Context: an optimization exercise on an open-source flow, tuned for small area. The choices shown serve that exercise and are no tape-out recipe. Function was checked by simulation only, so behaviour that the tests miss may differ from the original. The flow treats the clock pin as an ideal source, which a real chip does not have.

==> module pcSequencer, before the edit <==
module pcSequencer (
	input  logic        clk,
	input  logic        rst,
	input  logic        instrValid,
	input  logic [31:0] instr,
	input  logic        aluValid,
	input  logic [4:0]  aluDest,
	input  logic [31:0] aluData,
	input  logic        aluCarry,
	output logic        nextPcValid,
	output logic [31:0] nextPc,
	output logic        branchTaken
);
	logic [1:0] cSrc;
	logic       cPol, cReg, cLink;
	always_comb begin
		cSrc  = 2'd0;
		cPol  = 1'b0;
		cReg  = 1'b0;
		cLink = 1'b0;
		case (instr[31:29])
			3'b001: begin
				cPol = 1'b1;
				cReg = 1'b1;
			end
			3'b010: begin
				case (instr[28:26])
					3'd0: cPol = 1'b1;
					3'd1: begin
						cPol  = 1'b1;
						cLink = 1'b1;
					end
					3'd2: cSrc = 2'd1;
					3'd3: begin
						cSrc = 2'd1;
						cPol = 1'b1;
					end
					default: ;
				endcase
			end
			3'b100: begin
				case (instr[28:26])
					3'd0: cSrc = 2'd2;
					3'd1: cSrc = 2'd3;
					3'd2: begin
						cSrc = 2'd3;
						cPol = 1'b1;
					end
					default: ;
				endcase
			end
			default: ;
		endcase
	end
	logic        dValid;
	logic [1:0]  dSrc;
	logic        dPol, dReg, dLink;
	logic [23:0] dBits;
	always_ff @(posedge clk) begin
		dValid <= instrValid & ~rst;
		dSrc   <= cSrc;
		dPol   <= cPol;
		dReg   <= cReg;
		dLink  <= cLink;
		dBits  <= instr[23:0];
	end
	logic [31:0] regFile [0:31];
	logic        carryFlag;
	logic        linkValid;
	logic [31:0] linkData;
	logic [31:0] wrData;
	logic [31:0] wrData31;
	logic [31:0] wrEn;
	logic rstN;
	assign rstN = ~rst;
	for (genvar j = 0; j < 32; j++) begin : gWrData
		and2m u_and (.a (aluData[j]), .b (rstN), .y (wrData[j]));
	end
	assign wrData31 = (linkValid & rstN) ? linkData : wrData;
	logic [3:0] wrHi;
	logic [7:0] wrLo;
	always_comb begin
		for (int i = 0; i < 4; i++) wrHi[i] = aluValid & (aluDest[4:3] == 2'(i));
		for (int i = 0; i < 8; i++) wrLo[i] = (aluDest[2:0] == 3'(i));
	end
	logic [31:0] wrEnHi;
	for (genvar i = 0; i < 31; i++) begin : gWrEn
		ao21m u_ao   (.a (wrHi[i/8]), .b (wrLo[i%8]), .c (rst), .y (wrEn[i]));
		ao21m u_aoHi (.a (wrHi[i/8]), .b (wrLo[i%8]), .c (rst), .y (wrEnHi[i]));
	end
	ao21m u_wrEn31   (.a (wrHi[3]), .b (wrLo[7]), .c (rst | linkValid), .y (wrEn[31]));
	ao21m u_wrEn31Hi (.a (wrHi[3]), .b (wrLo[7]), .c (rst | linkValid), .y (wrEnHi[31]));
	always_ff @(posedge clk) begin
		for (int i = 0; i < 31; i++) begin
			if (wrEn[i])   regFile[i][15:0]  <= wrData[15:0];
			if (wrEnHi[i]) regFile[i][31:16] <= wrData[31:16];
		end
		if (wrEn[31])   regFile[31][15:0]  <= wrData31[15:0];
		if (wrEnHi[31]) regFile[31][31:16] <= wrData31[31:16];
	end
	always_ff @(posedge clk) begin
		if (rst | aluValid) carryFlag <= aluCarry & ~rst;
	end
	logic [3:0] rdHi;
	logic [7:0] rdLo;
	always_comb begin
		for (int i = 0; i < 4; i++) rdHi[i] = (dBits[23:22] == 2'(i));
		for (int i = 0; i < 8; i++) rdLo[i] = (dBits[21:19] == 3'(i));
	end
	logic [31:0] rdSelLo, rdSelHi;
	for (genvar i = 0; i < 32; i++) begin : gRdSel
		and2m u_and   (.a (rdHi[i/8]), .b (rdLo[i%8]), .y (rdSelLo[i]));
		and2m u_andHi (.a (rdHi[i/8]), .b (rdLo[i%8]), .y (rdSelHi[i]));
	end
	logic [31:0] rdGrpN [0:10];
	for (genvar g = 0; g < 10; g++) begin : gRdGrp
		for (genvar j = 0; j < 32; j++) begin : gBit
			aoi222 u_aoi (
				.a0 (j < 16 ? rdSelLo[3*g]   : rdSelHi[3*g]),   .b0 (regFile[3*g][j]),
				.a1 (j < 16 ? rdSelLo[3*g+1] : rdSelHi[3*g+1]), .b1 (regFile[3*g+1][j]),
				.a2 (j < 16 ? rdSelLo[3*g+2] : rdSelHi[3*g+2]), .b2 (regFile[3*g+2][j]),
				.y  (rdGrpN[g][j])
			);
		end
	end
	for (genvar j = 0; j < 32; j++) begin : gRdLast
		aoi22 u_aoi (
			.a0 (j < 16 ? rdSelLo[30] : rdSelHi[30]), .b0 (regFile[30][j]),
			.a1 (j < 16 ? rdSelLo[31] : rdSelHi[31]), .b1 (regFile[31][j]),
			.y  (rdGrpN[10][j])
		);
	end
	logic [31:0] rdData;
	always_comb begin
		rdData = '0;
		for (int g = 0; g < 11; g++) begin
			rdData = rdData | ~rdGrpN[g];
		end
	end
	logic srcVal;
	always_comb begin
		case (dSrc)
			2'd0: srcVal = 1'b0;
			2'd1: srcVal = carryFlag;
			2'd2: srcVal = rdData[31];
			default: srcVal = (rdData == '0);
		endcase
	end
	logic        fValid, fTaken, fLink;
	logic [31:0] fTarget;
	always_ff @(posedge clk) begin
		fValid  <= dValid & ~rst;
		fTaken  <= dPol ^ srcVal;
		fLink   <= dLink;
		fTarget <= dReg ? rdData : {8'd0, dBits[23:19] & {5{~dSrc[1]}}, dBits[18:0]};
	end
	logic [31:0] pcRegN;
	logic [31:0] pcReg;
	assign pcReg = ~pcRegN;
	logic [32:0] pcCarry;
	logic [31:0] pcPlusOne;
	assign pcCarry[0] = 1'b1;
	for (genvar j = 0; j < 32; j++) begin : gInc
		assign pcCarry[j+1] = pcCarry[j] & pcReg[j];
		assign pcPlusOne[j] = pcCarry[j] ^ pcReg[j];
	end
	logic selTarget, selStep, selHold;
	and3m u_selTarget (.a (rstN), .b (fValid), .c (fTaken),  .y (selTarget));
	and3m u_selStep   (.a (rstN), .b (fValid), .c (~fTaken), .y (selStep));
	and2m u_selHold   (.a (rstN), .b (~fValid),              .y (selHold));
	logic [31:0] pcNext;
	for (genvar j = 0; j < 32; j++) begin : gPcNext
		aoi222 u_aoi (
			.a0 (selTarget), .b0 (fTarget[j]),
			.a1 (selStep),   .b1 (pcPlusOne[j]),
			.a2 (selHold),   .b2 (pcReg[j]),
			.y  (pcNext[j])
		);
	end
	always_ff @(posedge clk) begin
		pcRegN      <= pcNext;
		nextPcValid <= fValid & ~rst;
		branchTaken <= fValid & fTaken & ~rst;
		linkValid   <= fValid & fLink & ~rst;
		linkData    <= pcPlusOne;
	end
	assign nextPc = pcReg;
endmodule
clock: 8.0 ns
lec_check: 0
cap_margin: 20
core_margin: 2
core_utilization: 60
place_density: 0.75
slew_margin: 20
synth_hierarchical: 1
standard.sh (not shown) runs the stock make flow with config.mk's settings and CLKGATE_MAP_FILE= SYNTH_SCRIPT=/design/flow/synth_recipe.tcl, a recipe that flattens the netlist after the stock synthesis.
==> flow/flow/run.sh <==
#!/bin/bash
# Standard ORFS layout with two changes: port buffers use the smallest
# buffer, and clock tree sinks are clustered in larger groups without
# dummy loads.
set -euo pipefail
cd "$(dirname "$0")/.."
bash standard.sh \
	"BUFFER_PORTS_ARGS=-buffer_cell sky130_fd_sc_hd__buf_1" \
	"CTS_ARGS=-sink_clustering_enable -repair_clock_nets -dont_use_dummy_load -sink_clustering_size 30 -sink_clustering_max_diameter 80" \
	finish > flow_make.log 2>&1
The baseline ran to the end with no violations.
==> next run, changes <==
--- a/flow/design.v
+++ b/flow/design.v
@@ -82,54 +82,48 @@
 	logic [7:0] wrLo;
 	always_comb begin
 		for (int i = 0; i < 4; i++) wrHi[i] = aluValid & (aluDest[4:3] == 2'(i));
 		for (int i = 0; i < 8; i++) wrLo[i] = (aluDest[2:0] == 3'(i));
 	end
-	logic [31:0] wrEnHi;
 	for (genvar i = 0; i < 31; i++) begin : gWrEn
-		ao21m u_ao   (.a (wrHi[i/8]), .b (wrLo[i%8]), .c (rst), .y (wrEn[i]));
-		ao21m u_aoHi (.a (wrHi[i/8]), .b (wrLo[i%8]), .c (rst), .y (wrEnHi[i]));
-	end
-	ao21m u_wrEn31   (.a (wrHi[3]), .b (wrLo[7]), .c (rst | linkValid), .y (wrEn[31]));
-	ao21m u_wrEn31Hi (.a (wrHi[3]), .b (wrLo[7]), .c (rst | linkValid), .y (wrEnHi[31]));
+		ao21m u_ao (.a (wrHi[i/8]), .b (wrLo[i%8]), .c (rst), .y (wrEn[i]));
+	end
+	ao21m u_wrEn31 (.a (wrHi[3]), .b (wrLo[7]), .c (rst | linkValid), .y (wrEn[31]));
 	always_ff @(posedge clk) begin
 		for (int i = 0; i < 31; i++) begin
-			if (wrEn[i])   regFile[i][15:0]  <= wrData[15:0];
-			if (wrEnHi[i]) regFile[i][31:16] <= wrData[31:16];
+			if (wrEn[i]) regFile[i] <= wrData;
 		end
-		if (wrEn[31])   regFile[31][15:0]  <= wrData31[15:0];
-		if (wrEnHi[31]) regFile[31][31:16] <= wrData31[31:16];
+		if (wrEn[31]) regFile[31] <= wrData31;
 	end
 	always_ff @(posedge clk) begin
 		if (rst | aluValid) carryFlag <= aluCarry & ~rst;
 	end
 	logic [3:0] rdHi;
 	logic [7:0] rdLo;
 	always_comb begin
 		for (int i = 0; i < 4; i++) rdHi[i] = (dBits[23:22] == 2'(i));
 		for (int i = 0; i < 8; i++) rdLo[i] = (dBits[21:19] == 3'(i));
 	end
-	logic [31:0] rdSelLo, rdSelHi;
+	logic [31:0] rdSel;
 	for (genvar i = 0; i < 32; i++) begin : gRdSel
-		and2m u_and   (.a (rdHi[i/8]), .b (rdLo[i%8]), .y (rdSelLo[i]));
-		and2m u_andHi (.a (rdHi[i/8]), .b (rdLo[i%8]), .y (rdSelHi[i]));
+		and2m u_and (.a (rdHi[i/8]), .b (rdLo[i%8]), .y (rdSel[i]));
 	end
 	logic [31:0] rdGrpN [0:10];
 	for (genvar g = 0; g < 10; g++) begin : gRdGrp
 		for (genvar j = 0; j < 32; j++) begin : gBit
 			aoi222 u_aoi (
-				.a0 (j < 16 ? rdSelLo[3*g]   : rdSelHi[3*g]),   .b0 (regFile[3*g][j]),
-				.a1 (j < 16 ? rdSelLo[3*g+1] : rdSelHi[3*g+1]), .b1 (regFile[3*g+1][j]),
-				.a2 (j < 16 ? rdSelLo[3*g+2] : rdSelHi[3*g+2]), .b2 (regFile[3*g+2][j]),
+				.a0 (rdSel[3*g]),   .b0 (regFile[3*g][j]),
+				.a1 (rdSel[3*g+1]), .b1 (regFile[3*g+1][j]),
+				.a2 (rdSel[3*g+2]), .b2 (regFile[3*g+2][j]),
 				.y  (rdGrpN[g][j])
 			);
 		end
 	end
 	for (genvar j = 0; j < 32; j++) begin : gRdLast
 		aoi22 u_aoi (
-			.a0 (j < 16 ? rdSelLo[30] : rdSelHi[30]), .b0 (regFile[30][j]),
-			.a1 (j < 16 ? rdSelLo[31] : rdSelHi[31]), .b1 (regFile[31][j]),
+			.a0 (rdSel[30]), .b0 (regFile[30][j]),
+			.a1 (rdSel[31]), .b1 (regFile[31][j]),
 			.y  (rdGrpN[10][j])
 		);
 	end
 	logic [31:0] rdData;
 	always_comb begin
After rerunning:
- utilization increases by 0.41 points
- clock skew rises by 0.0055 ns
- synthesized cell count shrinks by a few percent
- non-clock buffer count rose by 65
- flip-flop and latch count is unchanged
- critical path depth does not change

## port drivers added, routing unchanged
In the flow no input, the clock included, has a driving cell. The finished layouts below were timed again as built, in two steps.
Step 1 sets driving cells, clkbuf_16 on the clock port and buf_2 on the other inputs (assumed; they add their load-dependent delay and slew).
Step 2, shift: input delay + t, output delay - t, t = (earliest + latest rising clock arrival at the registers) / 2. This alone moves slack from input paths to output paths.
Slacks: ideal / step 1 / step 2; pairs: ideal / step 1.
run	shift t [ns]	setup slack, ns	hold WS [ns]	worst data-port slew with drivers (ns)
the first run	0.677	1.386 / 1.386 / 1.386	0.343 / 0.343 / 0.343	0.09
the second run	0.681	1.483 / 1.483 / 1.483	0.341 / 0.341 / 0.341	0.13
After both steps setup and hold are still met in every run listed.
